From an optimization exercise on the open Yosys and OpenROAD flow, aimed at small area, a short achievable clock period and few clock cycles per item; shortcuts taken in it are not production practice.
The RTL was checked by simulation tests, not by an equivalence proof against the original design.
Power figures rest on the tool's default switching activity, not on a simulated workload.

**design/flow/design.v**
```verilog
`default_nettype none
package execPkg;
	localparam int dataWidth = 32;
	localparam int shiftWidth = 5;  
	localparam int mulDigits = 4;
	localparam int mulBits = 2 * mulDigits;
	typedef logic [dataWidth-1:0] word_t;
	typedef enum logic [2:0] {
		opAdd = 3'd0,
		opSub = 3'd1,
		opAnd = 3'd2,
		opOr = 3'd3,
		opSll = 3'd4,
		opSra = 3'd5,
		opMul = 3'd6  
	} aluOp_t;
endpackage
`default_nettype wire
`default_nettype none
module aluUnit (
	input execPkg::word_t opA,
	input execPkg::word_t opB,
	input logic [2:0] op,
	output execPkg::word_t aluSum,  
	output execPkg::word_t aluCarry,  
	output logic aluCin,  
	output logic aluNeq,
	output logic aluLt
);
	localparam int W = execPkg::dataWidth;
	logic [execPkg::shiftWidth-1:0] shAmt;
	logic shLeft;
	execPkg::word_t shIn;
	execPkg::word_t shOut;
	logic shFill;
	execPkg::word_t shStage [execPkg::shiftWidth+1];
	execPkg::word_t shRev;
	execPkg::word_t axb;
	assign shAmt = opB[execPkg::shiftWidth-1:0];  
	assign shLeft = !op[0];
	always_comb begin
		for (int i = 0; i < W; i++) begin
			shIn[i] = shLeft ? opA[W-1-i] : opA[i];
		end
	end
	assign shFill = !shLeft && opA[W-1];
	assign shStage[0] = shIn;
	for (genvar i = 0; i < execPkg::shiftWidth; i++) begin : gShift
		assign shStage[i+1] = shAmt[i]
			? {{(2**i){shFill}}, shStage[i][W-1:2**i]}
			: shStage[i];
	end
	assign shOut = shStage[execPkg::shiftWidth];
	always_comb begin
		for (int i = 0; i < W; i++) begin
			shRev[i] = shLeft ? shOut[W-1-i] : shOut[i];
		end
	end
	assign axb = opA ^ opB;
	always_comb begin
		aluCarry = '0;
		aluCin = 1'b0;
		case (op)
			execPkg::opAdd: begin
				aluSum = opA;
				aluCarry = opB;
			end
			execPkg::opSub: begin
				aluSum = opA;  
				aluCarry = ~opB;
				aluCin = 1'b1;
			end
			execPkg::opAnd: aluSum = opA & opB;
			execPkg::opOr: aluSum = opA | opB;
			execPkg::opSll: aluSum = shRev;
			execPkg::opSra: aluSum = shRev;
			default: aluSum = '0;  
		endcase
	end
	assign aluNeq = |axb;
	assign aluLt = (opA[W-1] != opB[W-1]) ? opA[W-1] : (opA[W-2:0] < opB[W-2:0]);
endmodule
module addPrefix (
	input logic [31:0] a,
	input logic [31:0] b,
	input logic cin,
	output logic [31:0] sum
);
	logic [31:0] p;
	logic [31:0] g;
	assign p = a ^ b;
	assign g = a & b;
	logic g0c;
	assign g0c = g[0] | (p[0] & cin);
	logic G0_1;
	assign G0_1 = g[1] | (p[1] & g0c);
	logic G0_3;
	assign G0_3 = g[3] | (p[3] & g[2]);
	logic P0_3;
	assign P0_3 = p[3] & p[2];
	logic G0_5;
	assign G0_5 = g[5] | (p[5] & g[4]);
	logic P0_5;
	assign P0_5 = p[5] & p[4];
	logic G0_7;
	assign G0_7 = g[7] | (p[7] & g[6]);
	logic P0_7;
	assign P0_7 = p[7] & p[6];
	logic G0_9;
	assign G0_9 = g[9] | (p[9] & g[8]);
	logic P0_9;
	assign P0_9 = p[9] & p[8];
	logic G0_11;
	assign G0_11 = g[11] | (p[11] & g[10]);
	logic P0_11;
	assign P0_11 = p[11] & p[10];
	logic G0_13;
	assign G0_13 = g[13] | (p[13] & g[12]);
	logic P0_13;
	assign P0_13 = p[13] & p[12];
	logic G0_15;
	assign G0_15 = g[15] | (p[15] & g[14]);
	logic P0_15;
	assign P0_15 = p[15] & p[14];
	logic G0_17;
	assign G0_17 = g[17] | (p[17] & g[16]);
	logic P0_17;
	assign P0_17 = p[17] & p[16];
	logic G0_19;
	assign G0_19 = g[19] | (p[19] & g[18]);
	logic P0_19;
	assign P0_19 = p[19] & p[18];
	logic G0_21;
	assign G0_21 = g[21] | (p[21] & g[20]);
	logic P0_21;
	assign P0_21 = p[21] & p[20];
	logic G0_23;
	assign G0_23 = g[23] | (p[23] & g[22]);
	logic P0_23;
	assign P0_23 = p[23] & p[22];
	logic G0_25;
	assign G0_25 = g[25] | (p[25] & g[24]);
	logic P0_25;
	assign P0_25 = p[25] & p[24];
	logic G0_27;
	assign G0_27 = g[27] | (p[27] & g[26]);
	logic P0_27;
	assign P0_27 = p[27] & p[26];
	logic G0_29;
	assign G0_29 = g[29] | (p[29] & g[28]);
	logic P0_29;
	assign P0_29 = p[29] & p[28];
	logic G0_31;
	assign G0_31 = g[31] | (p[31] & g[30]);
	logic P0_31;
	assign P0_31 = p[31] & p[30];
	logic G1_2;
	assign G1_2 = g[2] | (p[2] & G0_1);
	logic G1_3;
	assign G1_3 = G0_3 | (P0_3 & G0_1);
	logic G1_6;
	assign G1_6 = g[6] | (p[6] & G0_5);
	logic P1_6;
	assign P1_6 = p[6] & P0_5;
	logic G1_7;
	assign G1_7 = G0_7 | (P0_7 & G0_5);
	logic P1_7;
	assign P1_7 = P0_7 & P0_5;
	logic G1_10;
	assign G1_10 = g[10] | (p[10] & G0_9);
	logic P1_10;
	assign P1_10 = p[10] & P0_9;
	logic G1_11;
	assign G1_11 = G0_11 | (P0_11 & G0_9);
	logic P1_11;
	assign P1_11 = P0_11 & P0_9;
	logic G1_14;
	assign G1_14 = g[14] | (p[14] & G0_13);
	logic P1_14;
	assign P1_14 = p[14] & P0_13;
	logic G1_15;
	assign G1_15 = G0_15 | (P0_15 & G0_13);
	logic P1_15;
	assign P1_15 = P0_15 & P0_13;
	logic G1_18;
	assign G1_18 = g[18] | (p[18] & G0_17);
	logic P1_18;
	assign P1_18 = p[18] & P0_17;
	logic G1_19;
	assign G1_19 = G0_19 | (P0_19 & G0_17);
	logic P1_19;
	assign P1_19 = P0_19 & P0_17;
	logic G1_22;
	assign G1_22 = g[22] | (p[22] & G0_21);
	logic P1_22;
	assign P1_22 = p[22] & P0_21;
	logic G1_23;
	assign G1_23 = G0_23 | (P0_23 & G0_21);
	logic P1_23;
	assign P1_23 = P0_23 & P0_21;
	logic G1_26;
	assign G1_26 = g[26] | (p[26] & G0_25);
	logic P1_26;
	assign P1_26 = p[26] & P0_25;
	logic G1_27;
	assign G1_27 = G0_27 | (P0_27 & G0_25);
	logic P1_27;
	assign P1_27 = P0_27 & P0_25;
	logic G1_30;
	assign G1_30 = g[30] | (p[30] & G0_29);
	logic P1_30;
	assign P1_30 = p[30] & P0_29;
	logic G1_31;
	assign G1_31 = G0_31 | (P0_31 & G0_29);
	logic P1_31;
	assign P1_31 = P0_31 & P0_29;
	logic G2_4;
	assign G2_4 = g[4] | (p[4] & G1_3);
	logic G2_5;
	assign G2_5 = G0_5 | (P0_5 & G1_3);
	logic G2_6;
	assign G2_6 = G1_6 | (P1_6 & G1_3);
	logic G2_7;
	assign G2_7 = G1_7 | (P1_7 & G1_3);
	logic G2_12;
	assign G2_12 = g[12] | (p[12] & G1_11);
	logic P2_12;
	assign P2_12 = p[12] & P1_11;
	logic G2_13;
	assign G2_13 = G0_13 | (P0_13 & G1_11);
	logic P2_13;
	assign P2_13 = P0_13 & P1_11;
	logic G2_14;
	assign G2_14 = G1_14 | (P1_14 & G1_11);
	logic P2_14;
	assign P2_14 = P1_14 & P1_11;
	logic G2_15;
	assign G2_15 = G1_15 | (P1_15 & G1_11);
	logic P2_15;
	assign P2_15 = P1_15 & P1_11;
	logic G2_20;
	assign G2_20 = g[20] | (p[20] & G1_19);
	logic P2_20;
	assign P2_20 = p[20] & P1_19;
	logic G2_21;
	assign G2_21 = G0_21 | (P0_21 & G1_19);
	logic P2_21;
	assign P2_21 = P0_21 & P1_19;
	logic G2_22;
	assign G2_22 = G1_22 | (P1_22 & G1_19);
	logic P2_22;
	assign P2_22 = P1_22 & P1_19;
	logic G2_23;
	assign G2_23 = G1_23 | (P1_23 & G1_19);
	logic P2_23;
	assign P2_23 = P1_23 & P1_19;
	logic G2_28;
	assign G2_28 = g[28] | (p[28] & G1_27);
	logic P2_28;
	assign P2_28 = p[28] & P1_27;
	logic G2_29;
	assign G2_29 = G0_29 | (P0_29 & G1_27);
	logic P2_29;
	assign P2_29 = P0_29 & P1_27;
	logic G2_30;
	assign G2_30 = G1_30 | (P1_30 & G1_27);
	logic P2_30;
	assign P2_30 = P1_30 & P1_27;
	logic G2_31;
	assign G2_31 = G1_31 | (P1_31 & G1_27);
	logic P2_31;
	assign P2_31 = P1_31 & P1_27;
	logic G3_8;
	assign G3_8 = g[8] | (p[8] & G2_7);
	logic G3_9;
	assign G3_9 = G0_9 | (P0_9 & G2_7);
	logic G3_10;
	assign G3_10 = G1_10 | (P1_10 & G2_7);
	logic G3_11;
	assign G3_11 = G1_11 | (P1_11 & G2_7);
	logic G3_12;
	assign G3_12 = G2_12 | (P2_12 & G2_7);
	logic G3_13;
	assign G3_13 = G2_13 | (P2_13 & G2_7);
	logic G3_14;
	assign G3_14 = G2_14 | (P2_14 & G2_7);
	logic G3_15;
	assign G3_15 = G2_15 | (P2_15 & G2_7);
	logic G3_24;
	assign G3_24 = g[24] | (p[24] & G2_23);
	logic P3_24;
	assign P3_24 = p[24] & P2_23;
	logic G3_25;
	assign G3_25 = G0_25 | (P0_25 & G2_23);
	logic P3_25;
	assign P3_25 = P0_25 & P2_23;
	logic G3_26;
	assign G3_26 = G1_26 | (P1_26 & G2_23);
	logic P3_26;
	assign P3_26 = P1_26 & P2_23;
	logic G3_27;
	assign G3_27 = G1_27 | (P1_27 & G2_23);
	logic P3_27;
	assign P3_27 = P1_27 & P2_23;
	logic G3_28;
	assign G3_28 = G2_28 | (P2_28 & G2_23);
	logic P3_28;
	assign P3_28 = P2_28 & P2_23;
	logic G3_29;
	assign G3_29 = G2_29 | (P2_29 & G2_23);
	logic P3_29;
	assign P3_29 = P2_29 & P2_23;
	logic G3_30;
	assign G3_30 = G2_30 | (P2_30 & G2_23);
	logic P3_30;
	assign P3_30 = P2_30 & P2_23;
	logic G3_31;
	assign G3_31 = G2_31 | (P2_31 & G2_23);
	logic P3_31;
	assign P3_31 = P2_31 & P2_23;
	logic G4_16;
	assign G4_16 = g[16] | (p[16] & G3_15);
	logic G4_17;
	assign G4_17 = G0_17 | (P0_17 & G3_15);
	logic G4_18;
	assign G4_18 = G1_18 | (P1_18 & G3_15);
	logic G4_19;
	assign G4_19 = G1_19 | (P1_19 & G3_15);
	logic G4_20;
	assign G4_20 = G2_20 | (P2_20 & G3_15);
	logic G4_21;
	assign G4_21 = G2_21 | (P2_21 & G3_15);
	logic G4_22;
	assign G4_22 = G2_22 | (P2_22 & G3_15);
	logic G4_23;
	assign G4_23 = G2_23 | (P2_23 & G3_15);
	logic G4_24;
	assign G4_24 = G3_24 | (P3_24 & G3_15);
	logic G4_25;
	assign G4_25 = G3_25 | (P3_25 & G3_15);
	logic G4_26;
	assign G4_26 = G3_26 | (P3_26 & G3_15);
	logic G4_27;
	assign G4_27 = G3_27 | (P3_27 & G3_15);
	logic G4_28;
	assign G4_28 = G3_28 | (P3_28 & G3_15);
	logic G4_29;
	assign G4_29 = G3_29 | (P3_29 & G3_15);
	logic G4_30;
	assign G4_30 = G3_30 | (P3_30 & G3_15);
	logic G4_31;
	assign G4_31 = G3_31 | (P3_31 & G3_15);
	logic [31:0] c;
	assign c = {G4_30, G4_29, G4_28, G4_27, G4_26, G4_25, G4_24, G4_23, G4_22, G4_21, G4_20, G4_19, G4_18, G4_17, G4_16, G3_15, G3_14, G3_13, G3_12, G3_11, G3_10, G3_9, G3_8, G2_7, G2_6, G2_5, G2_4, G1_3, G1_2, G0_1, g0c, cin};
	assign sum = p ^ c;
endmodule
`default_nettype wire
`default_nettype none
module mulUnit (
	input execPkg::word_t mcand,  
	input logic [execPkg::mulDigits-1:0] digOne,  
	input logic [execPkg::mulDigits-1:0] digTwo,
	input logic [execPkg::mulDigits-1:0] digNeg,
	input execPkg::word_t accSum,  
	input execPkg::word_t accCarry,
	output execPkg::word_t nextSum,
	output execPkg::word_t nextCarry
);
	boothStep tree (
		.mc(mcand),
		.one(digOne),
		.two(digTwo),
		.neg(digNeg),
		.s(accSum),
		.c(accCarry),
		.os(nextSum),
		.oc(nextCarry)
	);
endmodule
module boothStep (
	input logic [31:0] mc,  
	input logic [3:0] one,  
	input logic [3:0] two,  
	input logic [3:0] neg,  
	input logic [31:0] s,
	input logic [31:0] c,
	output logic [31:0] os,
	output logic [31:0] oc
);
	logic one0, two0, neg0;
	logic [31:0] pp0;
	logic one1, two1, neg1;
	logic [31:2] pp1;
	logic one2, two2, neg2;
	logic [31:4] pp2;
	logic one3, two3, neg3;
	logic [31:6] pp3;
	logic fs1;
	logic fc2;
	logic fs3;
	logic fc4;
	logic fs5;
	logic fc6;
	logic fs7;
	logic fc8;
	logic fs9;
	logic fc10;
	logic fs11;
	logic fc12;
	logic fs13;
	logic fc14;
	logic fs15;
	logic fc16;
	logic fs17;
	logic fc18;
	logic fs19;
	logic fc20;
	logic fs21;
	logic fc22;
	logic fs23;
	logic fc24;
	logic fs25;
	logic fc26;
	logic fs27;
	logic fc28;
	logic fs29;
	logic fc30;
	logic fs31;
	logic fc32;
	logic fs33;
	logic fc34;
	logic fs35;
	logic fc36;
	logic fs37;
	logic fc38;
	logic fs39;
	logic fc40;
	logic fs41;
	logic fc42;
	logic fs43;
	logic fc44;
	logic fs45;
	logic fc46;
	logic fs47;
	logic fc48;
	logic fs49;
	logic fc50;
	logic fs51;
	logic fc52;
	logic fs53;
	logic fc54;
	logic fs55;
	logic fc56;
	logic fs57;
	logic fc58;
	logic fs59;
	logic fc60;
	logic fs61;
	logic fc62;
	logic fs63;
	logic fc64;
	logic fs65;
	logic fc66;
	logic fs67;
	logic fc68;
	logic fs69;
	logic fc70;
	logic fs71;
	logic fc72;
	logic fs73;
	logic fc74;
	logic fs75;
	logic fc76;
	logic fs77;
	logic fc78;
	logic fs79;
	logic fc80;
	logic fs81;
	logic fc82;
	logic fs83;
	logic fc84;
	logic fs85;
	logic fc86;
	logic fs87;
	logic fc88;
	logic fs89;
	logic fc90;
	logic fs91;
	logic fc92;
	logic fs93;
	logic fc94;
	logic fs95;
	logic fc96;
	logic fs97;
	logic fc98;
	logic fs99;
	logic fc100;
	logic fs101;
	logic fc102;
	logic fs103;
	logic fc104;
	logic fs105;
	logic fc106;
	logic fs107;
	logic fc108;
	logic fs109;
	logic fc110;
	logic fs111;
	logic fc112;
	logic fs113;
	logic fc114;
	logic fs115;
	logic fc116;
	logic fs117;
	logic fc118;
	logic fs119;
	logic fc120;
	logic fs121;
	logic fc122;
	logic fs123;
	logic fc124;
	logic fs125;
	logic fc126;
	logic fs127;
	logic fc128;
	logic fs129;
	logic fc130;
	logic fs131;
	logic fc132;
	logic fs133;
	logic fc134;
	logic fs135;
	logic fc136;
	logic fs137;
	logic fc138;
	logic fs139;
	logic fc140;
	logic fs141;
	logic fc142;
	logic fs143;
	logic fc144;
	logic fs145;
	logic fc146;
	logic fs147;
	logic fc148;
	logic fs149;
	logic fc150;
	logic fs151;
	logic fc152;
	logic fs153;
	logic fc154;
	logic fs155;
	logic fc156;
	logic fs157;
	logic fc158;
	logic fs159;
	logic fc160;
	logic fs161;
	logic fc162;
	logic fs163;
	logic fc164;
	logic fs165;
	logic fc166;
	logic fs167;
	logic fc168;
	logic fs169;
	logic fc170;
	logic fs171;
	logic fc172;
	logic fs173;
	logic fc174;
	logic fs175;
	logic fc176;
	logic fs177;
	logic fc178;
	logic fs179;
	logic fc180;
	logic fs181;
	logic fc182;
	logic fs183;
	logic fc184;
	logic fs185;
	logic fc186;
	logic fs187;
	logic fc188;
	logic fs189;
	logic fc190;
	logic fs191;
	logic fc192;
	logic fs193;
	logic fc194;
	logic fs195;
	logic fc196;
	logic fs197;
	logic fc198;
	logic fs199;
	logic fc200;
	logic fs201;
	logic fc202;
	logic fs203;
	logic fc204;
	logic fs205;
	logic fc206;
	logic fs207;
	logic fc208;
	logic fs209;
	logic fc210;
	logic fs211;
	logic fc212;
	logic fs213;
	logic fc214;
	logic fs215;
	logic fc216;
	logic fs217;
	logic fc218;
	logic fs219;
	logic fc220;
	logic fs221;
	logic fc222;
	logic fs223;
	logic fc224;
	logic fs225;
	logic fs226;
	logic fs227;
	logic fs228;
	assign one0 = one[0];
	assign two0 = two[0];
	assign neg0 = neg[0];
	assign pp0[0] = (one0 & mc[0]) ^ neg0;
	assign pp0[1] = ((one0 & mc[1]) | (two0 & mc[0])) ^ neg0;
	assign pp0[2] = ((one0 & mc[2]) | (two0 & mc[1])) ^ neg0;
	assign pp0[3] = ((one0 & mc[3]) | (two0 & mc[2])) ^ neg0;
	assign pp0[4] = ((one0 & mc[4]) | (two0 & mc[3])) ^ neg0;
	assign pp0[5] = ((one0 & mc[5]) | (two0 & mc[4])) ^ neg0;
	assign pp0[6] = ((one0 & mc[6]) | (two0 & mc[5])) ^ neg0;
	assign pp0[7] = ((one0 & mc[7]) | (two0 & mc[6])) ^ neg0;
	assign pp0[8] = ((one0 & mc[8]) | (two0 & mc[7])) ^ neg0;
	assign pp0[9] = ((one0 & mc[9]) | (two0 & mc[8])) ^ neg0;
	assign pp0[10] = ((one0 & mc[10]) | (two0 & mc[9])) ^ neg0;
	assign pp0[11] = ((one0 & mc[11]) | (two0 & mc[10])) ^ neg0;
	assign pp0[12] = ((one0 & mc[12]) | (two0 & mc[11])) ^ neg0;
	assign pp0[13] = ((one0 & mc[13]) | (two0 & mc[12])) ^ neg0;
	assign pp0[14] = ((one0 & mc[14]) | (two0 & mc[13])) ^ neg0;
	assign pp0[15] = ((one0 & mc[15]) | (two0 & mc[14])) ^ neg0;
	assign pp0[16] = ((one0 & mc[16]) | (two0 & mc[15])) ^ neg0;
	assign pp0[17] = ((one0 & mc[17]) | (two0 & mc[16])) ^ neg0;
	assign pp0[18] = ((one0 & mc[18]) | (two0 & mc[17])) ^ neg0;
	assign pp0[19] = ((one0 & mc[19]) | (two0 & mc[18])) ^ neg0;
	assign pp0[20] = ((one0 & mc[20]) | (two0 & mc[19])) ^ neg0;
	assign pp0[21] = ((one0 & mc[21]) | (two0 & mc[20])) ^ neg0;
	assign pp0[22] = ((one0 & mc[22]) | (two0 & mc[21])) ^ neg0;
	assign pp0[23] = ((one0 & mc[23]) | (two0 & mc[22])) ^ neg0;
	assign pp0[24] = ((one0 & mc[24]) | (two0 & mc[23])) ^ neg0;
	assign pp0[25] = ((one0 & mc[25]) | (two0 & mc[24])) ^ neg0;
	assign pp0[26] = ((one0 & mc[26]) | (two0 & mc[25])) ^ neg0;
	assign pp0[27] = ((one0 & mc[27]) | (two0 & mc[26])) ^ neg0;
	assign pp0[28] = ((one0 & mc[28]) | (two0 & mc[27])) ^ neg0;
	assign pp0[29] = ((one0 & mc[29]) | (two0 & mc[28])) ^ neg0;
	assign pp0[30] = ((one0 & mc[30]) | (two0 & mc[29])) ^ neg0;
	assign pp0[31] = ((one0 & mc[31]) | (two0 & mc[30])) ^ neg0;
	assign one1 = one[1];
	assign two1 = two[1];
	assign neg1 = neg[1];
	assign pp1[2] = (one1 & mc[0]) ^ neg1;
	assign pp1[3] = ((one1 & mc[1]) | (two1 & mc[0])) ^ neg1;
	assign pp1[4] = ((one1 & mc[2]) | (two1 & mc[1])) ^ neg1;
	assign pp1[5] = ((one1 & mc[3]) | (two1 & mc[2])) ^ neg1;
	assign pp1[6] = ((one1 & mc[4]) | (two1 & mc[3])) ^ neg1;
	assign pp1[7] = ((one1 & mc[5]) | (two1 & mc[4])) ^ neg1;
	assign pp1[8] = ((one1 & mc[6]) | (two1 & mc[5])) ^ neg1;
	assign pp1[9] = ((one1 & mc[7]) | (two1 & mc[6])) ^ neg1;
	assign pp1[10] = ((one1 & mc[8]) | (two1 & mc[7])) ^ neg1;
	assign pp1[11] = ((one1 & mc[9]) | (two1 & mc[8])) ^ neg1;
	assign pp1[12] = ((one1 & mc[10]) | (two1 & mc[9])) ^ neg1;
	assign pp1[13] = ((one1 & mc[11]) | (two1 & mc[10])) ^ neg1;
	assign pp1[14] = ((one1 & mc[12]) | (two1 & mc[11])) ^ neg1;
	assign pp1[15] = ((one1 & mc[13]) | (two1 & mc[12])) ^ neg1;
	assign pp1[16] = ((one1 & mc[14]) | (two1 & mc[13])) ^ neg1;
	assign pp1[17] = ((one1 & mc[15]) | (two1 & mc[14])) ^ neg1;
	assign pp1[18] = ((one1 & mc[16]) | (two1 & mc[15])) ^ neg1;
	assign pp1[19] = ((one1 & mc[17]) | (two1 & mc[16])) ^ neg1;
	assign pp1[20] = ((one1 & mc[18]) | (two1 & mc[17])) ^ neg1;
	assign pp1[21] = ((one1 & mc[19]) | (two1 & mc[18])) ^ neg1;
	assign pp1[22] = ((one1 & mc[20]) | (two1 & mc[19])) ^ neg1;
	assign pp1[23] = ((one1 & mc[21]) | (two1 & mc[20])) ^ neg1;
	assign pp1[24] = ((one1 & mc[22]) | (two1 & mc[21])) ^ neg1;
	assign pp1[25] = ((one1 & mc[23]) | (two1 & mc[22])) ^ neg1;
	assign pp1[26] = ((one1 & mc[24]) | (two1 & mc[23])) ^ neg1;
	assign pp1[27] = ((one1 & mc[25]) | (two1 & mc[24])) ^ neg1;
	assign pp1[28] = ((one1 & mc[26]) | (two1 & mc[25])) ^ neg1;
	assign pp1[29] = ((one1 & mc[27]) | (two1 & mc[26])) ^ neg1;
	assign pp1[30] = ((one1 & mc[28]) | (two1 & mc[27])) ^ neg1;
	assign pp1[31] = ((one1 & mc[29]) | (two1 & mc[28])) ^ neg1;
	assign one2 = one[2];
	assign two2 = two[2];
	assign neg2 = neg[2];
	assign pp2[4] = (one2 & mc[0]) ^ neg2;
	assign pp2[5] = ((one2 & mc[1]) | (two2 & mc[0])) ^ neg2;
	assign pp2[6] = ((one2 & mc[2]) | (two2 & mc[1])) ^ neg2;
	assign pp2[7] = ((one2 & mc[3]) | (two2 & mc[2])) ^ neg2;
	assign pp2[8] = ((one2 & mc[4]) | (two2 & mc[3])) ^ neg2;
	assign pp2[9] = ((one2 & mc[5]) | (two2 & mc[4])) ^ neg2;
	assign pp2[10] = ((one2 & mc[6]) | (two2 & mc[5])) ^ neg2;
	assign pp2[11] = ((one2 & mc[7]) | (two2 & mc[6])) ^ neg2;
	assign pp2[12] = ((one2 & mc[8]) | (two2 & mc[7])) ^ neg2;
	assign pp2[13] = ((one2 & mc[9]) | (two2 & mc[8])) ^ neg2;
	assign pp2[14] = ((one2 & mc[10]) | (two2 & mc[9])) ^ neg2;
	assign pp2[15] = ((one2 & mc[11]) | (two2 & mc[10])) ^ neg2;
	assign pp2[16] = ((one2 & mc[12]) | (two2 & mc[11])) ^ neg2;
	assign pp2[17] = ((one2 & mc[13]) | (two2 & mc[12])) ^ neg2;
	assign pp2[18] = ((one2 & mc[14]) | (two2 & mc[13])) ^ neg2;
	assign pp2[19] = ((one2 & mc[15]) | (two2 & mc[14])) ^ neg2;
	assign pp2[20] = ((one2 & mc[16]) | (two2 & mc[15])) ^ neg2;
	assign pp2[21] = ((one2 & mc[17]) | (two2 & mc[16])) ^ neg2;
	assign pp2[22] = ((one2 & mc[18]) | (two2 & mc[17])) ^ neg2;
	assign pp2[23] = ((one2 & mc[19]) | (two2 & mc[18])) ^ neg2;
	assign pp2[24] = ((one2 & mc[20]) | (two2 & mc[19])) ^ neg2;
	assign pp2[25] = ((one2 & mc[21]) | (two2 & mc[20])) ^ neg2;
	assign pp2[26] = ((one2 & mc[22]) | (two2 & mc[21])) ^ neg2;
	assign pp2[27] = ((one2 & mc[23]) | (two2 & mc[22])) ^ neg2;
	assign pp2[28] = ((one2 & mc[24]) | (two2 & mc[23])) ^ neg2;
	assign pp2[29] = ((one2 & mc[25]) | (two2 & mc[24])) ^ neg2;
	assign pp2[30] = ((one2 & mc[26]) | (two2 & mc[25])) ^ neg2;
	assign pp2[31] = ((one2 & mc[27]) | (two2 & mc[26])) ^ neg2;
	assign one3 = one[3];
	assign two3 = two[3];
	assign neg3 = neg[3];
	assign pp3[6] = (one3 & mc[0]) ^ neg3;
	assign pp3[7] = ((one3 & mc[1]) | (two3 & mc[0])) ^ neg3;
	assign pp3[8] = ((one3 & mc[2]) | (two3 & mc[1])) ^ neg3;
	assign pp3[9] = ((one3 & mc[3]) | (two3 & mc[2])) ^ neg3;
	assign pp3[10] = ((one3 & mc[4]) | (two3 & mc[3])) ^ neg3;
	assign pp3[11] = ((one3 & mc[5]) | (two3 & mc[4])) ^ neg3;
	assign pp3[12] = ((one3 & mc[6]) | (two3 & mc[5])) ^ neg3;
	assign pp3[13] = ((one3 & mc[7]) | (two3 & mc[6])) ^ neg3;
	assign pp3[14] = ((one3 & mc[8]) | (two3 & mc[7])) ^ neg3;
	assign pp3[15] = ((one3 & mc[9]) | (two3 & mc[8])) ^ neg3;
	assign pp3[16] = ((one3 & mc[10]) | (two3 & mc[9])) ^ neg3;
	assign pp3[17] = ((one3 & mc[11]) | (two3 & mc[10])) ^ neg3;
	assign pp3[18] = ((one3 & mc[12]) | (two3 & mc[11])) ^ neg3;
	assign pp3[19] = ((one3 & mc[13]) | (two3 & mc[12])) ^ neg3;
	assign pp3[20] = ((one3 & mc[14]) | (two3 & mc[13])) ^ neg3;
	assign pp3[21] = ((one3 & mc[15]) | (two3 & mc[14])) ^ neg3;
	assign pp3[22] = ((one3 & mc[16]) | (two3 & mc[15])) ^ neg3;
	assign pp3[23] = ((one3 & mc[17]) | (two3 & mc[16])) ^ neg3;
	assign pp3[24] = ((one3 & mc[18]) | (two3 & mc[17])) ^ neg3;
	assign pp3[25] = ((one3 & mc[19]) | (two3 & mc[18])) ^ neg3;
	assign pp3[26] = ((one3 & mc[20]) | (two3 & mc[19])) ^ neg3;
	assign pp3[27] = ((one3 & mc[21]) | (two3 & mc[20])) ^ neg3;
	assign pp3[28] = ((one3 & mc[22]) | (two3 & mc[21])) ^ neg3;
	assign pp3[29] = ((one3 & mc[23]) | (two3 & mc[22])) ^ neg3;
	assign pp3[30] = ((one3 & mc[24]) | (two3 & mc[23])) ^ neg3;
	assign pp3[31] = ((one3 & mc[25]) | (two3 & mc[24])) ^ neg3;
	assign fs1 = neg0 ^ s[0] ^ c[0];
	assign fc2 = (neg0 & s[0]) | (neg0 & c[0]) | (s[0] & c[0]);
	assign fs3 = s[1] ^ c[1] ^ fc2;
	assign fc4 = (s[1] & c[1]) | (s[1] & fc2) | (c[1] & fc2);
	assign fs5 = neg1 ^ s[2] ^ c[2];
	assign fc6 = (neg1 & s[2]) | (neg1 & c[2]) | (s[2] & c[2]);
	assign fs7 = pp0[2] ^ pp1[2] ^ fs5;
	assign fc8 = (pp0[2] & pp1[2]) | (pp0[2] & fs5) | (pp1[2] & fs5);
	assign fs9 = s[3] ^ c[3] ^ fc6;
	assign fc10 = (s[3] & c[3]) | (s[3] & fc6) | (c[3] & fc6);
	assign fs11 = pp0[3] ^ pp1[3] ^ fc8;
	assign fc12 = (pp0[3] & pp1[3]) | (pp0[3] & fc8) | (pp1[3] & fc8);
	assign fs13 = neg2 ^ s[4] ^ c[4];
	assign fc14 = (neg2 & s[4]) | (neg2 & c[4]) | (s[4] & c[4]);
	assign fs15 = pp0[4] ^ pp1[4] ^ pp2[4];
	assign fc16 = (pp0[4] & pp1[4]) | (pp0[4] & pp2[4]) | (pp1[4] & pp2[4]);
	assign fs17 = fs13 ^ fc10 ^ fs15;
	assign fc18 = (fs13 & fc10) | (fs13 & fs15) | (fc10 & fs15);
	assign fs19 = s[5] ^ c[5] ^ fc14;
	assign fc20 = (s[5] & c[5]) | (s[5] & fc14) | (c[5] & fc14);
	assign fs21 = pp0[5] ^ pp1[5] ^ pp2[5];
	assign fc22 = (pp0[5] & pp1[5]) | (pp0[5] & pp2[5]) | (pp1[5] & pp2[5]);
	assign fs23 = fc16 ^ fs19 ^ fs21;
	assign fc24 = (fc16 & fs19) | (fc16 & fs21) | (fs19 & fs21);
	assign fs25 = neg3 ^ s[6] ^ c[6];
	assign fc26 = (neg3 & s[6]) | (neg3 & c[6]) | (s[6] & c[6]);
	assign fs27 = pp0[6] ^ pp1[6] ^ pp2[6];
	assign fc28 = (pp0[6] & pp1[6]) | (pp0[6] & pp2[6]) | (pp1[6] & pp2[6]);
	assign fs29 = pp3[6] ^ fs25 ^ fc20;
	assign fc30 = (pp3[6] & fs25) | (pp3[6] & fc20) | (fs25 & fc20);
	assign fs31 = fc22 ^ fs27 ^ fs29;
	assign fc32 = (fc22 & fs27) | (fc22 & fs29) | (fs27 & fs29);
	assign fs33 = s[7] ^ c[7] ^ fc26;
	assign fc34 = (s[7] & c[7]) | (s[7] & fc26) | (c[7] & fc26);
	assign fs35 = pp0[7] ^ pp1[7] ^ pp2[7];
	assign fc36 = (pp0[7] & pp1[7]) | (pp0[7] & pp2[7]) | (pp1[7] & pp2[7]);
	assign fs37 = pp3[7] ^ fc28 ^ fs33;
	assign fc38 = (pp3[7] & fc28) | (pp3[7] & fs33) | (fc28 & fs33);
	assign fs39 = fs35 ^ fc30 ^ fs37;
	assign fc40 = (fs35 & fc30) | (fs35 & fs37) | (fc30 & fs37);
	assign fs41 = s[8] ^ c[8] ^ pp0[8];
	assign fc42 = (s[8] & c[8]) | (s[8] & pp0[8]) | (c[8] & pp0[8]);
	assign fs43 = pp1[8] ^ pp2[8] ^ pp3[8];
	assign fc44 = (pp1[8] & pp2[8]) | (pp1[8] & pp3[8]) | (pp2[8] & pp3[8]);
	assign fs45 = fc34 ^ fc36 ^ fs41;
	assign fc46 = (fc34 & fc36) | (fc34 & fs41) | (fc36 & fs41);
	assign fs47 = fs43 ^ fc38 ^ fs45;
	assign fc48 = (fs43 & fc38) | (fs43 & fs45) | (fc38 & fs45);
	assign fs49 = s[9] ^ c[9] ^ pp0[9];
	assign fc50 = (s[9] & c[9]) | (s[9] & pp0[9]) | (c[9] & pp0[9]);
	assign fs51 = pp1[9] ^ pp2[9] ^ pp3[9];
	assign fc52 = (pp1[9] & pp2[9]) | (pp1[9] & pp3[9]) | (pp2[9] & pp3[9]);
	assign fs53 = fc42 ^ fc44 ^ fs49;
	assign fc54 = (fc42 & fc44) | (fc42 & fs49) | (fc44 & fs49);
	assign fs55 = fs51 ^ fc46 ^ fs53;
	assign fc56 = (fs51 & fc46) | (fs51 & fs53) | (fc46 & fs53);
	assign fs57 = s[10] ^ c[10] ^ pp0[10];
	assign fc58 = (s[10] & c[10]) | (s[10] & pp0[10]) | (c[10] & pp0[10]);
	assign fs59 = pp1[10] ^ pp2[10] ^ pp3[10];
	assign fc60 = (pp1[10] & pp2[10]) | (pp1[10] & pp3[10]) | (pp2[10] & pp3[10]);
	assign fs61 = fc50 ^ fc52 ^ fs57;
	assign fc62 = (fc50 & fc52) | (fc50 & fs57) | (fc52 & fs57);
	assign fs63 = fs59 ^ fc54 ^ fs61;
	assign fc64 = (fs59 & fc54) | (fs59 & fs61) | (fc54 & fs61);
	assign fs65 = s[11] ^ c[11] ^ pp0[11];
	assign fc66 = (s[11] & c[11]) | (s[11] & pp0[11]) | (c[11] & pp0[11]);
	assign fs67 = pp1[11] ^ pp2[11] ^ pp3[11];
	assign fc68 = (pp1[11] & pp2[11]) | (pp1[11] & pp3[11]) | (pp2[11] & pp3[11]);
	assign fs69 = fc58 ^ fc60 ^ fs65;
	assign fc70 = (fc58 & fc60) | (fc58 & fs65) | (fc60 & fs65);
	assign fs71 = fs67 ^ fc62 ^ fs69;
	assign fc72 = (fs67 & fc62) | (fs67 & fs69) | (fc62 & fs69);
	assign fs73 = s[12] ^ c[12] ^ pp0[12];
	assign fc74 = (s[12] & c[12]) | (s[12] & pp0[12]) | (c[12] & pp0[12]);
	assign fs75 = pp1[12] ^ pp2[12] ^ pp3[12];
	assign fc76 = (pp1[12] & pp2[12]) | (pp1[12] & pp3[12]) | (pp2[12] & pp3[12]);
	assign fs77 = fc66 ^ fc68 ^ fs73;
	assign fc78 = (fc66 & fc68) | (fc66 & fs73) | (fc68 & fs73);
	assign fs79 = fs75 ^ fc70 ^ fs77;
	assign fc80 = (fs75 & fc70) | (fs75 & fs77) | (fc70 & fs77);
	assign fs81 = s[13] ^ c[13] ^ pp0[13];
	assign fc82 = (s[13] & c[13]) | (s[13] & pp0[13]) | (c[13] & pp0[13]);
	assign fs83 = pp1[13] ^ pp2[13] ^ pp3[13];
	assign fc84 = (pp1[13] & pp2[13]) | (pp1[13] & pp3[13]) | (pp2[13] & pp3[13]);
	assign fs85 = fc74 ^ fc76 ^ fs81;
	assign fc86 = (fc74 & fc76) | (fc74 & fs81) | (fc76 & fs81);
	assign fs87 = fs83 ^ fc78 ^ fs85;
	assign fc88 = (fs83 & fc78) | (fs83 & fs85) | (fc78 & fs85);
	assign fs89 = s[14] ^ c[14] ^ pp0[14];
	assign fc90 = (s[14] & c[14]) | (s[14] & pp0[14]) | (c[14] & pp0[14]);
	assign fs91 = pp1[14] ^ pp2[14] ^ pp3[14];
	assign fc92 = (pp1[14] & pp2[14]) | (pp1[14] & pp3[14]) | (pp2[14] & pp3[14]);
	assign fs93 = fc82 ^ fc84 ^ fs89;
	assign fc94 = (fc82 & fc84) | (fc82 & fs89) | (fc84 & fs89);
	assign fs95 = fs91 ^ fc86 ^ fs93;
	assign fc96 = (fs91 & fc86) | (fs91 & fs93) | (fc86 & fs93);
	assign fs97 = s[15] ^ c[15] ^ pp0[15];
	assign fc98 = (s[15] & c[15]) | (s[15] & pp0[15]) | (c[15] & pp0[15]);
	assign fs99 = pp1[15] ^ pp2[15] ^ pp3[15];
	assign fc100 = (pp1[15] & pp2[15]) | (pp1[15] & pp3[15]) | (pp2[15] & pp3[15]);
	assign fs101 = fc90 ^ fc92 ^ fs97;
	assign fc102 = (fc90 & fc92) | (fc90 & fs97) | (fc92 & fs97);
	assign fs103 = fs99 ^ fc94 ^ fs101;
	assign fc104 = (fs99 & fc94) | (fs99 & fs101) | (fc94 & fs101);
	assign fs105 = s[16] ^ c[16] ^ pp0[16];
	assign fc106 = (s[16] & c[16]) | (s[16] & pp0[16]) | (c[16] & pp0[16]);
	assign fs107 = pp1[16] ^ pp2[16] ^ pp3[16];
	assign fc108 = (pp1[16] & pp2[16]) | (pp1[16] & pp3[16]) | (pp2[16] & pp3[16]);
	assign fs109 = fc98 ^ fc100 ^ fs105;
	assign fc110 = (fc98 & fc100) | (fc98 & fs105) | (fc100 & fs105);
	assign fs111 = fs107 ^ fc102 ^ fs109;
	assign fc112 = (fs107 & fc102) | (fs107 & fs109) | (fc102 & fs109);
	assign fs113 = s[17] ^ c[17] ^ pp0[17];
	assign fc114 = (s[17] & c[17]) | (s[17] & pp0[17]) | (c[17] & pp0[17]);
	assign fs115 = pp1[17] ^ pp2[17] ^ pp3[17];
	assign fc116 = (pp1[17] & pp2[17]) | (pp1[17] & pp3[17]) | (pp2[17] & pp3[17]);
	assign fs117 = fc106 ^ fc108 ^ fs113;
	assign fc118 = (fc106 & fc108) | (fc106 & fs113) | (fc108 & fs113);
	assign fs119 = fs115 ^ fc110 ^ fs117;
	assign fc120 = (fs115 & fc110) | (fs115 & fs117) | (fc110 & fs117);
	assign fs121 = s[18] ^ c[18] ^ pp0[18];
	assign fc122 = (s[18] & c[18]) | (s[18] & pp0[18]) | (c[18] & pp0[18]);
	assign fs123 = pp1[18] ^ pp2[18] ^ pp3[18];
	assign fc124 = (pp1[18] & pp2[18]) | (pp1[18] & pp3[18]) | (pp2[18] & pp3[18]);
	assign fs125 = fc114 ^ fc116 ^ fs121;
	assign fc126 = (fc114 & fc116) | (fc114 & fs121) | (fc116 & fs121);
	assign fs127 = fs123 ^ fc118 ^ fs125;
	assign fc128 = (fs123 & fc118) | (fs123 & fs125) | (fc118 & fs125);
	assign fs129 = s[19] ^ c[19] ^ pp0[19];
	assign fc130 = (s[19] & c[19]) | (s[19] & pp0[19]) | (c[19] & pp0[19]);
	assign fs131 = pp1[19] ^ pp2[19] ^ pp3[19];
	assign fc132 = (pp1[19] & pp2[19]) | (pp1[19] & pp3[19]) | (pp2[19] & pp3[19]);
	assign fs133 = fc122 ^ fc124 ^ fs129;
	assign fc134 = (fc122 & fc124) | (fc122 & fs129) | (fc124 & fs129);
	assign fs135 = fs131 ^ fc126 ^ fs133;
	assign fc136 = (fs131 & fc126) | (fs131 & fs133) | (fc126 & fs133);
	assign fs137 = s[20] ^ c[20] ^ pp0[20];
	assign fc138 = (s[20] & c[20]) | (s[20] & pp0[20]) | (c[20] & pp0[20]);
	assign fs139 = pp1[20] ^ pp2[20] ^ pp3[20];
	assign fc140 = (pp1[20] & pp2[20]) | (pp1[20] & pp3[20]) | (pp2[20] & pp3[20]);
	assign fs141 = fc130 ^ fc132 ^ fs137;
	assign fc142 = (fc130 & fc132) | (fc130 & fs137) | (fc132 & fs137);
	assign fs143 = fs139 ^ fc134 ^ fs141;
	assign fc144 = (fs139 & fc134) | (fs139 & fs141) | (fc134 & fs141);
	assign fs145 = s[21] ^ c[21] ^ pp0[21];
	assign fc146 = (s[21] & c[21]) | (s[21] & pp0[21]) | (c[21] & pp0[21]);
	assign fs147 = pp1[21] ^ pp2[21] ^ pp3[21];
	assign fc148 = (pp1[21] & pp2[21]) | (pp1[21] & pp3[21]) | (pp2[21] & pp3[21]);
	assign fs149 = fc138 ^ fc140 ^ fs145;
	assign fc150 = (fc138 & fc140) | (fc138 & fs145) | (fc140 & fs145);
	assign fs151 = fs147 ^ fc142 ^ fs149;
	assign fc152 = (fs147 & fc142) | (fs147 & fs149) | (fc142 & fs149);
	assign fs153 = s[22] ^ c[22] ^ pp0[22];
	assign fc154 = (s[22] & c[22]) | (s[22] & pp0[22]) | (c[22] & pp0[22]);
	assign fs155 = pp1[22] ^ pp2[22] ^ pp3[22];
	assign fc156 = (pp1[22] & pp2[22]) | (pp1[22] & pp3[22]) | (pp2[22] & pp3[22]);
	assign fs157 = fc146 ^ fc148 ^ fs153;
	assign fc158 = (fc146 & fc148) | (fc146 & fs153) | (fc148 & fs153);
	assign fs159 = fs155 ^ fc150 ^ fs157;
	assign fc160 = (fs155 & fc150) | (fs155 & fs157) | (fc150 & fs157);
	assign fs161 = s[23] ^ c[23] ^ pp0[23];
	assign fc162 = (s[23] & c[23]) | (s[23] & pp0[23]) | (c[23] & pp0[23]);
	assign fs163 = pp1[23] ^ pp2[23] ^ pp3[23];
	assign fc164 = (pp1[23] & pp2[23]) | (pp1[23] & pp3[23]) | (pp2[23] & pp3[23]);
	assign fs165 = fc154 ^ fc156 ^ fs161;
	assign fc166 = (fc154 & fc156) | (fc154 & fs161) | (fc156 & fs161);
	assign fs167 = fs163 ^ fc158 ^ fs165;
	assign fc168 = (fs163 & fc158) | (fs163 & fs165) | (fc158 & fs165);
	assign fs169 = s[24] ^ c[24] ^ pp0[24];
	assign fc170 = (s[24] & c[24]) | (s[24] & pp0[24]) | (c[24] & pp0[24]);
	assign fs171 = pp1[24] ^ pp2[24] ^ pp3[24];
	assign fc172 = (pp1[24] & pp2[24]) | (pp1[24] & pp3[24]) | (pp2[24] & pp3[24]);
	assign fs173 = fc162 ^ fc164 ^ fs169;
	assign fc174 = (fc162 & fc164) | (fc162 & fs169) | (fc164 & fs169);
	assign fs175 = fs171 ^ fc166 ^ fs173;
	assign fc176 = (fs171 & fc166) | (fs171 & fs173) | (fc166 & fs173);
	assign fs177 = s[25] ^ c[25] ^ pp0[25];
	assign fc178 = (s[25] & c[25]) | (s[25] & pp0[25]) | (c[25] & pp0[25]);
	assign fs179 = pp1[25] ^ pp2[25] ^ pp3[25];
	assign fc180 = (pp1[25] & pp2[25]) | (pp1[25] & pp3[25]) | (pp2[25] & pp3[25]);
	assign fs181 = fc170 ^ fc172 ^ fs177;
	assign fc182 = (fc170 & fc172) | (fc170 & fs177) | (fc172 & fs177);
	assign fs183 = fs179 ^ fc174 ^ fs181;
	assign fc184 = (fs179 & fc174) | (fs179 & fs181) | (fc174 & fs181);
	assign fs185 = s[26] ^ c[26] ^ pp0[26];
	assign fc186 = (s[26] & c[26]) | (s[26] & pp0[26]) | (c[26] & pp0[26]);
	assign fs187 = pp1[26] ^ pp2[26] ^ pp3[26];
	assign fc188 = (pp1[26] & pp2[26]) | (pp1[26] & pp3[26]) | (pp2[26] & pp3[26]);
	assign fs189 = fc178 ^ fc180 ^ fs185;
	assign fc190 = (fc178 & fc180) | (fc178 & fs185) | (fc180 & fs185);
	assign fs191 = fs187 ^ fc182 ^ fs189;
	assign fc192 = (fs187 & fc182) | (fs187 & fs189) | (fc182 & fs189);
	assign fs193 = s[27] ^ c[27] ^ pp0[27];
	assign fc194 = (s[27] & c[27]) | (s[27] & pp0[27]) | (c[27] & pp0[27]);
	assign fs195 = pp1[27] ^ pp2[27] ^ pp3[27];
	assign fc196 = (pp1[27] & pp2[27]) | (pp1[27] & pp3[27]) | (pp2[27] & pp3[27]);
	assign fs197 = fc186 ^ fc188 ^ fs193;
	assign fc198 = (fc186 & fc188) | (fc186 & fs193) | (fc188 & fs193);
	assign fs199 = fs195 ^ fc190 ^ fs197;
	assign fc200 = (fs195 & fc190) | (fs195 & fs197) | (fc190 & fs197);
	assign fs201 = s[28] ^ c[28] ^ pp0[28];
	assign fc202 = (s[28] & c[28]) | (s[28] & pp0[28]) | (c[28] & pp0[28]);
	assign fs203 = pp1[28] ^ pp2[28] ^ pp3[28];
	assign fc204 = (pp1[28] & pp2[28]) | (pp1[28] & pp3[28]) | (pp2[28] & pp3[28]);
	assign fs205 = fc194 ^ fc196 ^ fs201;
	assign fc206 = (fc194 & fc196) | (fc194 & fs201) | (fc196 & fs201);
	assign fs207 = fs203 ^ fc198 ^ fs205;
	assign fc208 = (fs203 & fc198) | (fs203 & fs205) | (fc198 & fs205);
	assign fs209 = s[29] ^ c[29] ^ pp0[29];
	assign fc210 = (s[29] & c[29]) | (s[29] & pp0[29]) | (c[29] & pp0[29]);
	assign fs211 = pp1[29] ^ pp2[29] ^ pp3[29];
	assign fc212 = (pp1[29] & pp2[29]) | (pp1[29] & pp3[29]) | (pp2[29] & pp3[29]);
	assign fs213 = fc202 ^ fc204 ^ fs209;
	assign fc214 = (fc202 & fc204) | (fc202 & fs209) | (fc204 & fs209);
	assign fs215 = fs211 ^ fc206 ^ fs213;
	assign fc216 = (fs211 & fc206) | (fs211 & fs213) | (fc206 & fs213);
	assign fs217 = s[30] ^ c[30] ^ pp0[30];
	assign fc218 = (s[30] & c[30]) | (s[30] & pp0[30]) | (c[30] & pp0[30]);
	assign fs219 = pp1[30] ^ pp2[30] ^ pp3[30];
	assign fc220 = (pp1[30] & pp2[30]) | (pp1[30] & pp3[30]) | (pp2[30] & pp3[30]);
	assign fs221 = fc210 ^ fc212 ^ fs217;
	assign fc222 = (fc210 & fc212) | (fc210 & fs217) | (fc212 & fs217);
	assign fs223 = fs219 ^ fc214 ^ fs221;
	assign fc224 = (fs219 & fc214) | (fs219 & fs221) | (fc214 & fs221);
	assign fs225 = s[31] ^ c[31] ^ pp0[31];
	assign fs226 = pp1[31] ^ pp2[31] ^ pp3[31];
	assign fs227 = fc218 ^ fc220 ^ fs225;
	assign fs228 = fs226 ^ fc222 ^ fs227;
	assign os = {fc224, fc216, fc208, fc200, fc192, fc184, fc176, fc168, fc160, fc152, fc144, fc136, fc128, fc120, fc112, fc104, fc96, fc88, fc80, fc72, fc64, fc56, fc48, fc40, fc32, fc24, fc18, fc12, fs9, fc4, pp0[1], pp0[0]};
	assign oc = {fs228, fs223, fs215, fs207, fs199, fs191, fs183, fs175, fs167, fs159, fs151, fs143, fs135, fs127, fs119, fs111, fs103, fs95, fs87, fs79, fs71, fs63, fs55, fs47, fs39, fs31, fs23, fs17, fs11, fs7, fs3, fs1};
endmodule
`default_nettype wire
`default_nettype none
module execControl (
	input logic clk,
	input logic rst,
	input logic start,
	input logic [2:0] op,
	input execPkg::word_t opA,
	input execPkg::word_t opB,
	output execPkg::word_t latA,
	output execPkg::word_t latB,
	output logic [2:0] latOp,
	output logic [execPkg::mulDigits-1:0] digOne,  
	output logic [execPkg::mulDigits-1:0] digTwo,
	output logic [execPkg::mulDigits-1:0] digNeg,
	input execPkg::word_t aluSum,
	input execPkg::word_t aluCarry,
	input logic aluCin,
	input logic aluNeq,
	input logic aluLt,
	input execPkg::word_t nextSum,
	input execPkg::word_t nextCarry,
	output execPkg::word_t accSum,
	output execPkg::word_t accCarry,
	output logic firstStep,
	output execPkg::word_t result,
	output logic neq,
	output logic lt,
	output logic done,
	output logic busy
);
	localparam int W = execPkg::dataWidth;
	localparam int NB = execPkg::mulBits;
	localparam int D = execPkg::mulDigits;
	logic accept;
	logic valid;  
	logic last;  
	logic nextLast;
	logic stepping;  
	logic shift;  
	logic shiftQ;
	logic mulAccept;
	logic nextStepping;
	logic rowsDone;  
	logic accCin;
	logic rowNeq;  
	logic rowLt;
	execPkg::word_t sum;
	logic [NB:0] digBits;  
	logic [D-1:0] nextOne;
	logic [D-1:0] nextTwo;
	logic [D-1:0] nextNeg;
	assign shift = shiftQ;
	assign busy = shiftQ;
	assign accept = start && !busy && (op != 3'd7);  
	assign mulAccept = accept && (op == execPkg::opMul);
	assign nextStepping = mulAccept || shift;
	always_ff @(posedge clk) begin
		if (rst) begin
			valid <= 1'b0;
			firstStep <= 1'b0;
			stepping <= 1'b0;
			shiftQ <= 1'b0;
			rowsDone <= 1'b0;
			done <= 1'b0;
		end else begin
			valid <= accept;
			firstStep <= mulAccept;
			stepping <= nextStepping;
			shiftQ <= nextStepping && !nextLast;
			rowsDone <= (valid && !firstStep) || (stepping && last);
			done <= rowsDone;
		end
	end
	always_ff @(posedge clk) begin
		if (shift) begin
			latA <= latA << NB;
			latB <= {{NB{latB[W-1]}}, latB[W-1:NB]};  
		end else begin
			latA <= opA;
			latB <= opB;
			latOp <= op;
		end
	end
	assign digBits = shift ? latB[2*NB-1:NB-1] : {opB[NB-1:0], 1'b0};
	assign nextLast = shift ? (latB[W-1:2*NB-1] == {(W-2*NB+1){latB[W-1]}})
		: (opB[W-1:NB-1] == {(W-NB+1){opB[W-1]}});
	always_comb begin
		for (int j = 0; j < D; j++) begin
			nextOne[j] = digBits[2*j+1] ^ digBits[2*j];
			nextTwo[j] = (digBits[2*j+2] && !digBits[2*j+1] && !digBits[2*j])
				|| (!digBits[2*j+2] && digBits[2*j+1] && digBits[2*j]);
			nextNeg[j] = digBits[2*j+2];
		end
	end
	always_ff @(posedge clk) begin
		digOne <= nextOne;
		digTwo <= nextTwo;
		digNeg <= nextNeg;
		last <= nextLast;
	end
	always_ff @(posedge clk) begin
		if (stepping) begin
			accSum <= nextSum;
			accCarry <= nextCarry;
			accCin <= 1'b0;
		end else begin
			accSum <= aluSum;
			accCarry <= aluCarry;
			accCin <= aluCin;
		end
		if (valid) begin
			rowNeq <= aluNeq;
			rowLt <= aluLt;
		end
		result <= sum;
		neq <= rowNeq;
		lt <= rowLt;
	end
	addPrefix adder (
		.a(accSum),
		.b(accCarry),
		.cin(accCin),
		.sum(sum)
	);
endmodule
`default_nettype wire
`default_nettype none
module execTop (
	input logic clk,
	input logic rst,
	input logic start,
	input logic [2:0] op,  
	input logic [31:0] opA,
	input logic [31:0] opB,
	output logic [31:0] result,
	output logic neq,
	output logic lt,
	output logic done,
	output logic busy
);
	execPkg::word_t latA;
	execPkg::word_t latB;
	logic [2:0] latOp;
	logic [execPkg::mulDigits-1:0] digOne;
	logic [execPkg::mulDigits-1:0] digTwo;
	logic [execPkg::mulDigits-1:0] digNeg;
	execPkg::word_t aluSum;
	execPkg::word_t aluCarry;
	logic aluCin;
	logic aluNeq;
	logic aluLt;
	execPkg::word_t nextSum;
	execPkg::word_t nextCarry;
	execPkg::word_t accSum;
	execPkg::word_t accCarry;
	logic firstStep;
	execControl control (
		.clk(clk),
		.rst(rst),
		.start(start),
		.op(op),
		.opA(opA),
		.opB(opB),
		.latA(latA),
		.latB(latB),
		.latOp(latOp),
		.digOne(digOne),
		.digTwo(digTwo),
		.digNeg(digNeg),
		.aluSum(aluSum),
		.aluCarry(aluCarry),
		.aluCin(aluCin),
		.aluNeq(aluNeq),
		.aluLt(aluLt),
		.nextSum(nextSum),
		.nextCarry(nextCarry),
		.accSum(accSum),
		.accCarry(accCarry),
		.firstStep(firstStep),
		.result(result),
		.neq(neq),
		.lt(lt),
		.done(done),
		.busy(busy)
	);
	aluUnit alu (
		.opA(latA),
		.opB(latB),
		.op(latOp),
		.aluSum(aluSum),
		.aluCarry(aluCarry),
		.aluCin(aluCin),
		.aluNeq(aluNeq),
		.aluLt(aluLt)
	);
	mulUnit mul (
		.mcand(latA),
		.digOne(digOne),
		.digTwo(digTwo),
		.digNeg(digNeg),
		.accSum(firstStep ? '0 : accSum),
		.accCarry(firstStep ? '0 : accCarry),
		.nextSum(nextSum),
		.nextCarry(nextCarry)
	);
endmodule
`default_nettype wire
```
**design/flow/run.sh**
```bash
#!/bin/bash
# synth_recipe.tcl (not shown) runs the flow's synth.tcl, then flattens the netlist and writes it again
# the make line also repeats each setting of config.mk as NAME=value (left out here)
make -C /OpenROAD-flow-scripts/flow DESIGN_CONFIG=/design/flow/config.mk WORK_HOME=/design/flow/orfs CLKGATE_MAP_FILE= SYNTH_SCRIPT=/design/flow/synth_recipe.tcl finish
```
**design/flow/config.mk**
```make
export PLATFORM = sky130hd
export DESIGN_NAME = execTop
export DESIGN_NICKNAME = execTop
export VERILOG_FILES = /design/flow/design.v
export SDC_FILE = /design/flow/constraint.sdc
export NUM_CORES = 4
export LEC_CHECK = 0
export ABC_AREA = 1
export CAP_MARGIN = 20
export CORE_MARGIN = 2
export CORE_UTILIZATION = 40
export SLEW_MARGIN = 20
```
**design/flow/constraint.sdc**
```tcl
create_clock -name core_clock -period 6.0 [get_ports {clk}]
set_input_delay 1.2000 -clock core_clock [delete_from_list [all_inputs] [get_ports {clk}]]
set_output_delay 1.2000 -clock core_clock [all_outputs]
set_load 0.01 [all_outputs]
```
==> results.sh, run 1 <==
export IMPL_status="no timing/DRC/antenna violations"
export IMPL_track_usage_pct=30.3
export IMPL_pin_count=106
export IMPL_wl_per_cell_um=23.2
export IMPL_fin_skew_ns=0.0240
export IMPL_grt_ovfl_total=0
export IMPL_yosysTopAreaCellShare_pct=21.0
export IMPL_peakVddDrop_mv=0.240
export IMPL_cp_slowest_cell="clkinv_1"
export IMPL_routabilityCongestion=1.02
export IMPL_seq_area_frac_synth_pct=22.0
export IMPL_maxSlewViolCount=0
export IMPL_setup_worst_path_class="flop to flop"
export IMPL_diodes=0
export IMPL_drc_errors=0
export IMPL_ctsLongestPathBuffers=2
export IMPL_synth_cells=2270
export IMPL_drt_first_iter_violations=1894
export IMPL_cts_tree="done"
export IMPL_start_kind="flop"
export IMPL_die_x_um=210
export IMPL_antenna_found_initial=3
export IMPL_worst_pin_slew_ns=1.12
export IMPL_dr_pass1_iters=6
export IMPL_p_comb_share_pct=50.8
export IMPL_clock_sinks=183
export IMPL_die_y_um=210
export IMPL_cts_setup_buffers=0
export IMPL_finish_utilization_pct=44.8
export IMPL_syn_nets=2582
export IMPL_min_period_ns=3.62
export IMPL_grt_pass1_wl_mm=99.0
export IMPL_required_ns=6.38
export IMPL_cts_buffers_inserted=17
export IMPL_yosysWarnings=3
export IMPL_final_cell_mix="nand2_1, nand3_1, inv_1"
export IMPL_maxSlewHeadroom_pct=25.0
export IMPL_max_freq_mhz=276
export IMPL_cap_violations=0
export IMPL_netlist_area_um2=16900
export IMPL_cts_resized=0
export IMPL_initial_core_util_pct=40.4
export IMPL_syn_to_final_growth_pct=10.9
export IMPL_final_common_cell="nand2_1"
export IMPL_yosysTopAreaCell="dfxtp_1"
export IMPL_leakage_nw=8.81
export IMPL_htree_levels=4
export IMPL_num_rows=75
export IMPL_coreArea_um2=41900
export IMPL_fin_setup_tns_ns=0
export IMPL_dieArea_um2=43900
export IMPL_synth_area_leaders="dfxtp_1, fa_1, nand2_1, ha_1, nand3_1"
export IMPL_hold_viol_final=0
export IMPL_drive_gt1_share_pct=4.33
export IMPL_synth_edf_count=6
export IMPL_wl_mm=65.5
export IMPL_pwr_share_clk_pct=20.9
export IMPL_synthDistinctLibCells=54
export IMPL_p_per_area_nw_per_um2=297
export IMPL_grt_pass1_vias=15970
export IMPL_clk_latency_ns=0.51
export IMPL_cp_cell_sequence="clkinv_1, o22ai_1, xor2_1, fa_1, fa_1, fa_1, o22a_1"
export IMPL_worstSetupEndpointType="flop"
export IMPL_critPathArrivalTime_ns=4.00
export IMPL_swShare_pct=42.4
export IMPL_cpMostUsedCell="fa_1"
export IMPL_synth_seq_cells=183
export IMPL_cts_root_buf="clkbuf_16"
export IMPL_cts_hold_buf=0
export IMPL_synthArstFlopShare_pct=0
export IMPL_seqPwrFrac_pct=28.3
export IMPL_ant_nets=0
export IMPL_avgSynthCellArea_um2=7.44
export IMPL_io_buffers=105
export IMPL_grt_max_degree=92
export IMPL_min_path_type="flop to flop"
export IMPL_p_sw_mw=2.36
export IMPL_vias_per_cell=5.82
export IMPL_slowest_delay_ns=0.85
export IMPL_critPathMaxFanout=27
export IMPL_rsz0062_at_grt="false"
export IMPL_p_int_mw=3.20
export IMPL_timing_final_crit_share_pct=60.3
export IMPL_synth_top_flop_cell="dfxtp_1"
export IMPL_clk_pin_slew_ns=0.07
export IMPL_nNetsFinal=2591
export IMPL_finalSetupViolCount=0
export IMPL_place_hpwl_mm=48.5
export IMPL_vias=16468
==> critical path: cells and delay by family (launching register included) <==
kind | cells | cell delay (ns)
compound gates | 2 | 0.76
xor+xnor | 1 | 0.14
fa+ha+maj | 3 | 1.41
buf+inv | 1 | 0.85
flops | 1 | 0.32
==> power by group through the flow <==
stage	sequential [mW]	clock (mW)	combinational [mW]
after floorplan	1.58	0	1.87
after global placement	1.59	0	2.71
after CTS	1.57	1.19	2.82
after detailed placement	1.60	0	2.79
final	1.58	1.16	2.82
after global routing	1.59	1.24	3.14
==> final cells by class <==
type                       instances  area, µm²
fill                            4295      23100
timing repair buffer             130       1240
sequential                       183       3730
clock buffer                      21        450
inverter                         238        902
multi-input combinational       1709      11600
tap                              539        674
clock inverter                     8        103
==> kinds of logic after synthesis <==
family	synth area share, %
AOI/OAI and AO/OA	14.3
DFF	22.0
and+or+nand+nor	23.8
buffers and inverters	9.15
adders and majority gates	23.2
xor gates and xnor gates	7.61
==> path summary, 6_finish.rpt <==
| check | from | to | slack [ns] | cells past startpoint |
|---|---|---|---|---|
| max | control.digTwo[2]$_DFF_P_ | control.accCarry[23]$_DFF_P_ | 2.38 | 7 |
| min | control.rowNeq$_DFFE_PP_ | control.neq$_DFF_P_ | 0.35 | 0 |
| max reg2reg | control.digTwo[2]$_DFF_P_ | control.accCarry[23]$_DFF_P_ | 2.38 | 7 |
| min reg2reg | control.rowNeq$_DFFE_PP_ | control.neq$_DFF_P_ | 0.35 | 0 |
==> registers in the layout, indices dropped and copies added (netlist names) <==
name / count
control.accCarry: 32
control.accSum: 32
control.latA: 32
control.result: 32
control.latB: 29
control.digOne: 4
control.digTwo: 4
control.digNeg: 3
control.latOp: 3
control.accCin: 1
control.done: 1
control.firstStep: 1
control.last: 1
control.lt: 1
control.neq: 1
control.rowLt: 1
control.rowNeq: 1
control.rowsDone: 1
control.shiftQ: 1
control.stepping: 1
control.valid: 1
==> per-stage QoR <==
step           instance area (µm²)  worst slack, ns  hold WS, ns  instances  total power, mW
3_5_place_dp                 18200             2.41        0.335       2799             4.39
3_3_place_gp                 18200             2.53        0.334       2799             4.30
5_1_grt                      18700             2.29        0.358       2828             5.97
2_1_floorplan                16900             3.03        0.323       2270             3.45
6_report                     18700             2.38        0.351       2828             5.56
4_1_cts                      18700             2.39        0.352       2828             5.58
==> per-layer routing <==
layer	global-route usage (%)	part of all wire, %	up-vias
met4	15.0	5.0	6
met2	47.6	45	825
met3	6.30	8.4	179
met5	1.11	0.14	-
li1	-	-	7527
met1	39.7	42	7931
==> cells in the mapped netlist, drive strengths merged, types with 13 or more instances <==
cell,count
inv,221
o21ai,113
o22ai,133
ha,124
clkinv,17
nand3,285
buf,63
clkbuf,77
xor2,135
a21oi,80
fa,118
dfxtp,177
nand2,453
nand4,13
nor2,145
o22a,29
Testbench counts, summed over its fixed seeds: cycles 15,655, ops 12,000.
==> inputs of run 2 (changes only) <==
--- a/design/flow/config.mk
+++ b/design/flow/config.mk
@@ -11,2 +11,3 @@
 export CORE_UTILIZATION = 40
+export SETUP_SLACK_MARGIN = 2.6
 export SLEW_MARGIN = 20
==> results.sh, run 2 <==
export IMPL_cts_buffers_inserted=17
export IMPL_grt_pass1_wl_mm=99.0
export IMPL_diodes=0
export IMPL_netlist_area_um2=16900
export IMPL_dr_pass1_iters=6
export IMPL_coreArea_um2=41900
export IMPL_fin_skew_ns=0.0204
export IMPL_htree_levels=4
export IMPL_min_path_type="flop to flop"
export IMPL_cap_violations=0
export IMPL_final_cell_mix="nand2_1, nand3_1, inv_1"
export IMPL_cts_hold_buf=0
export IMPL_avgSynthCellArea_um2=7.44
export IMPL_cts_tree="done"
export IMPL_wl_mm=65.5
export IMPL_start_kind="flop"
export IMPL_synth_edf_count=6
export IMPL_grt_max_degree=92
export IMPL_antenna_found_initial=3
export IMPL_cts_root_buf="clkbuf_16"
export IMPL_yosysWarnings=3
export IMPL_syn_to_final_growth_pct=11.2
export IMPL_synthDistinctLibCells=54
export IMPL_setup_worst_path_class="flop to flop"
export IMPL_required_ns=6.40
export IMPL_critPathArrivalTime_ns=3.69
export IMPL_grt_pass1_vias=15952
export IMPL_maxSlewHeadroom_pct=29.5
export IMPL_ant_nets=0
export IMPL_final_common_cell="nand2_1"
export IMPL_synth_cells=2270
export IMPL_hold_viol_final=0
export IMPL_reg2reg_slack_ns=2.71
export IMPL_syn_nets=2582
export IMPL_dieArea_um2=43900
export IMPL_drive_gt1_share_pct=4.84
export IMPL_pin_count=106
export IMPL_worst_pin_slew_ns=1.06
export IMPL_grt_ovfl_total=0
export IMPL_place_area_um2=18200
export IMPL_wl_per_cell_um=23.1
export IMPL_drc_errors=0
export IMPL_synth_top_flop_cell="dfxtp_1"
export IMPL_synth_seq_cells=183
export IMPL_routabilityCongestion=1.02
export IMPL_num_rows=75
export IMPL_hold_path_cell_count=0
export IMPL_rsz0062_at_grt="false"
export IMPL_clk_pin_slew_ns=0.07
export IMPL_clock_sinks=183
export IMPL_vias_per_cell=5.79
export IMPL_fin_total_pwr_mw=5.56
export IMPL_leakage_nw=8.83
export IMPL_min_period_ns=3.29
export IMPL_timing_final_crit_share_pct=54.9
export IMPL_nNetsFinal=2595
export IMPL_place_hpwl_mm=48.5
export IMPL_nFillCells=4294
export IMPL_io_buffers=105
export IMPL_fin_setup_tns_ns=0
export IMPL_maxSlewViolCount=0
export IMPL_yosysTopAreaCell="dfxtp_1"
export IMPL_die_y_um=210
export IMPL_reg2reg_depth=7
export IMPL_peakVddDrop_mv=0.239
export IMPL_critPathMaxFanout=10
export IMPL_yosysTopAreaCellShare_pct=21.0
export IMPL_synth_area_leaders="dfxtp_1, fa_1, nand2_1, ha_1, nand3_1"
export IMPL_postLayoutCellArea_um2=18800
export IMPL_p_per_area_nw_per_um2=296
export IMPL_synth_most_common_cell="nand2_1"
export IMPL_clk_latency_ns=0.51
export IMPL_vias=16397
export IMPL_yosys_top_cells_count="nand2_1, nand3_1, inv_1"
export IMPL_finalSetupViolCount=0
export IMPL_worstSetupEndpointType="flop"
export IMPL_initial_core_util_pct=40.4
export IMPL_drt_first_iter_violations=1783
export IMPL_synthArstFlopShare_pct=0
export IMPL_max_freq_mhz=304
export IMPL_seq_area_frac_synth_pct=22.0
export IMPL_ctsLongestPathBuffers=2
export IMPL_status="no timing/DRC/antenna violations"
export IMPL_track_usage_pct=30.4
export IMPL_die_x_um=210
## run 2: routing by layer
metal  global-route usage [%]  vias up  part of all wire (%)
li1                         -     7538                     -
met1                     40.0     7827                    42
met2                     47.2      852                    44
met3                     6.60      176                   8.7
met4                     15.2        4                   5.1
met5                        0        -                 0.041
## run 2: path summary, 6_finish.rpt
check	startpoint	to
min reg2reg	control.rowNeq$_DFFE_PP_	control.neq$_DFF_P_
min	control.rowNeq$_DFFE_PP_	control.neq$_DFF_P_
max	control.latA[11]$_DFF_P_	control.accCarry[11]$_DFF_P_
max reg2reg	control.latA[11]$_DFF_P_	control.accCarry[11]$_DFF_P_
## run 2: final cells by class
type	instances	area [µm²]	share of cell area [%]
repair buffers	134	1270	6.76
clock buffers	21	450	2.40
well taps	539	674	3.59
clock inverters	8	103	0.546
flip-flops and latches	183	3730	19.9
multi-input cells	1709	11600	61.9
inverters	238	920	4.90
## run 2: worst max-delay path, cell delays in order, from the launching register on
cell      delay, ns
dfxtp_1        0.50
clkinv_1       0.49
o22ai_1        0.39
xor2_1         0.21
fa_1           0.46
fa_1           0.52
fa_1           0.42
o22a_1         0.20
## run 2: kinds of logic after synthesis
family / count (synthesis) / share of synthesized area, %
AND/OR/NAND/NOR: 927 / 23.8
XOR/XNOR: 145 / 7.61
flip-flops: 183 / 22.0
AO/OA/AOI/OAI: 395 / 14.3
adder cells (fa/ha/maj): 242 / 23.2
buffers and inverters: 378 / 9.15
## run 2: repair_timing
| action | CTS | global route |
|---|---|---|
| gates resized for setup | 7 | 3 |
| setup buffers | 4 | 0 |
| setup endpoints to repair | 25 | 18 |
## run 2: metrics by stage
stage / hold WS [ns] / worst slack [ns] / util [%] / cells
6_report: 0.352 / 2.71 / 44.9 / 2832
5_1_grt: 0.358 / 2.62 / 44.9 / 2832
4_1_cts: 0.352 / 2.59 / 44.9 / 2832
3_5_place_dp: 0.335 / 2.41 / 43.4 / 2799
3_3_place_gp: 0.334 / 2.53 / 43.4 / 2799
2_1_floorplan: 0.323 / 3.03 / - / 2270
## run 2: power by group
group | switching, mW | leakage [nW] | total (mW) | internal, mW
clock network | 0.543 | 0.265 | 1.16 | 0.616
registers | 0.157 | 1.54 | 1.57 | 1.42
logic | 1.66 | 7.03 | 2.83 | 1.17
total | 2.36 | 8.83 | 5.56 | 3.21

## static timing again, ports no longer ideal
The results above use ideal ports. As a check the final layouts listed here were re-extracted and re-timed, cells and wires unchanged. Step 1 sets driving cells, clkbuf_16 on the clock port and buf_2 on the other inputs (assumed; they add their load-dependent delay and slew). Step 2, shift: input delay + t, output delay - t, t = (earliest + latest rising clock arrival at the registers) / 2. This alone moves slack from input paths to output paths. Slacks: ideal / step 1 / step 2; pairs: ideal / step 1.
run	t (ns)	slack for setup (ns)	worst setup path after step 2	worst register clock-pin slew, ns
run 1	0.561	2.379 / 2.379 / 2.379	register to register	0.08 / 0.08
run 2	0.553	2.708 / 2.708 / 2.672	input to register	0.08 / 0.08
After both steps setup and hold are still met in every run listed. For run 2, which loses most, drivers alone change the setup slack by 0.000 ns; drivers and shift together by -0.036 ns.
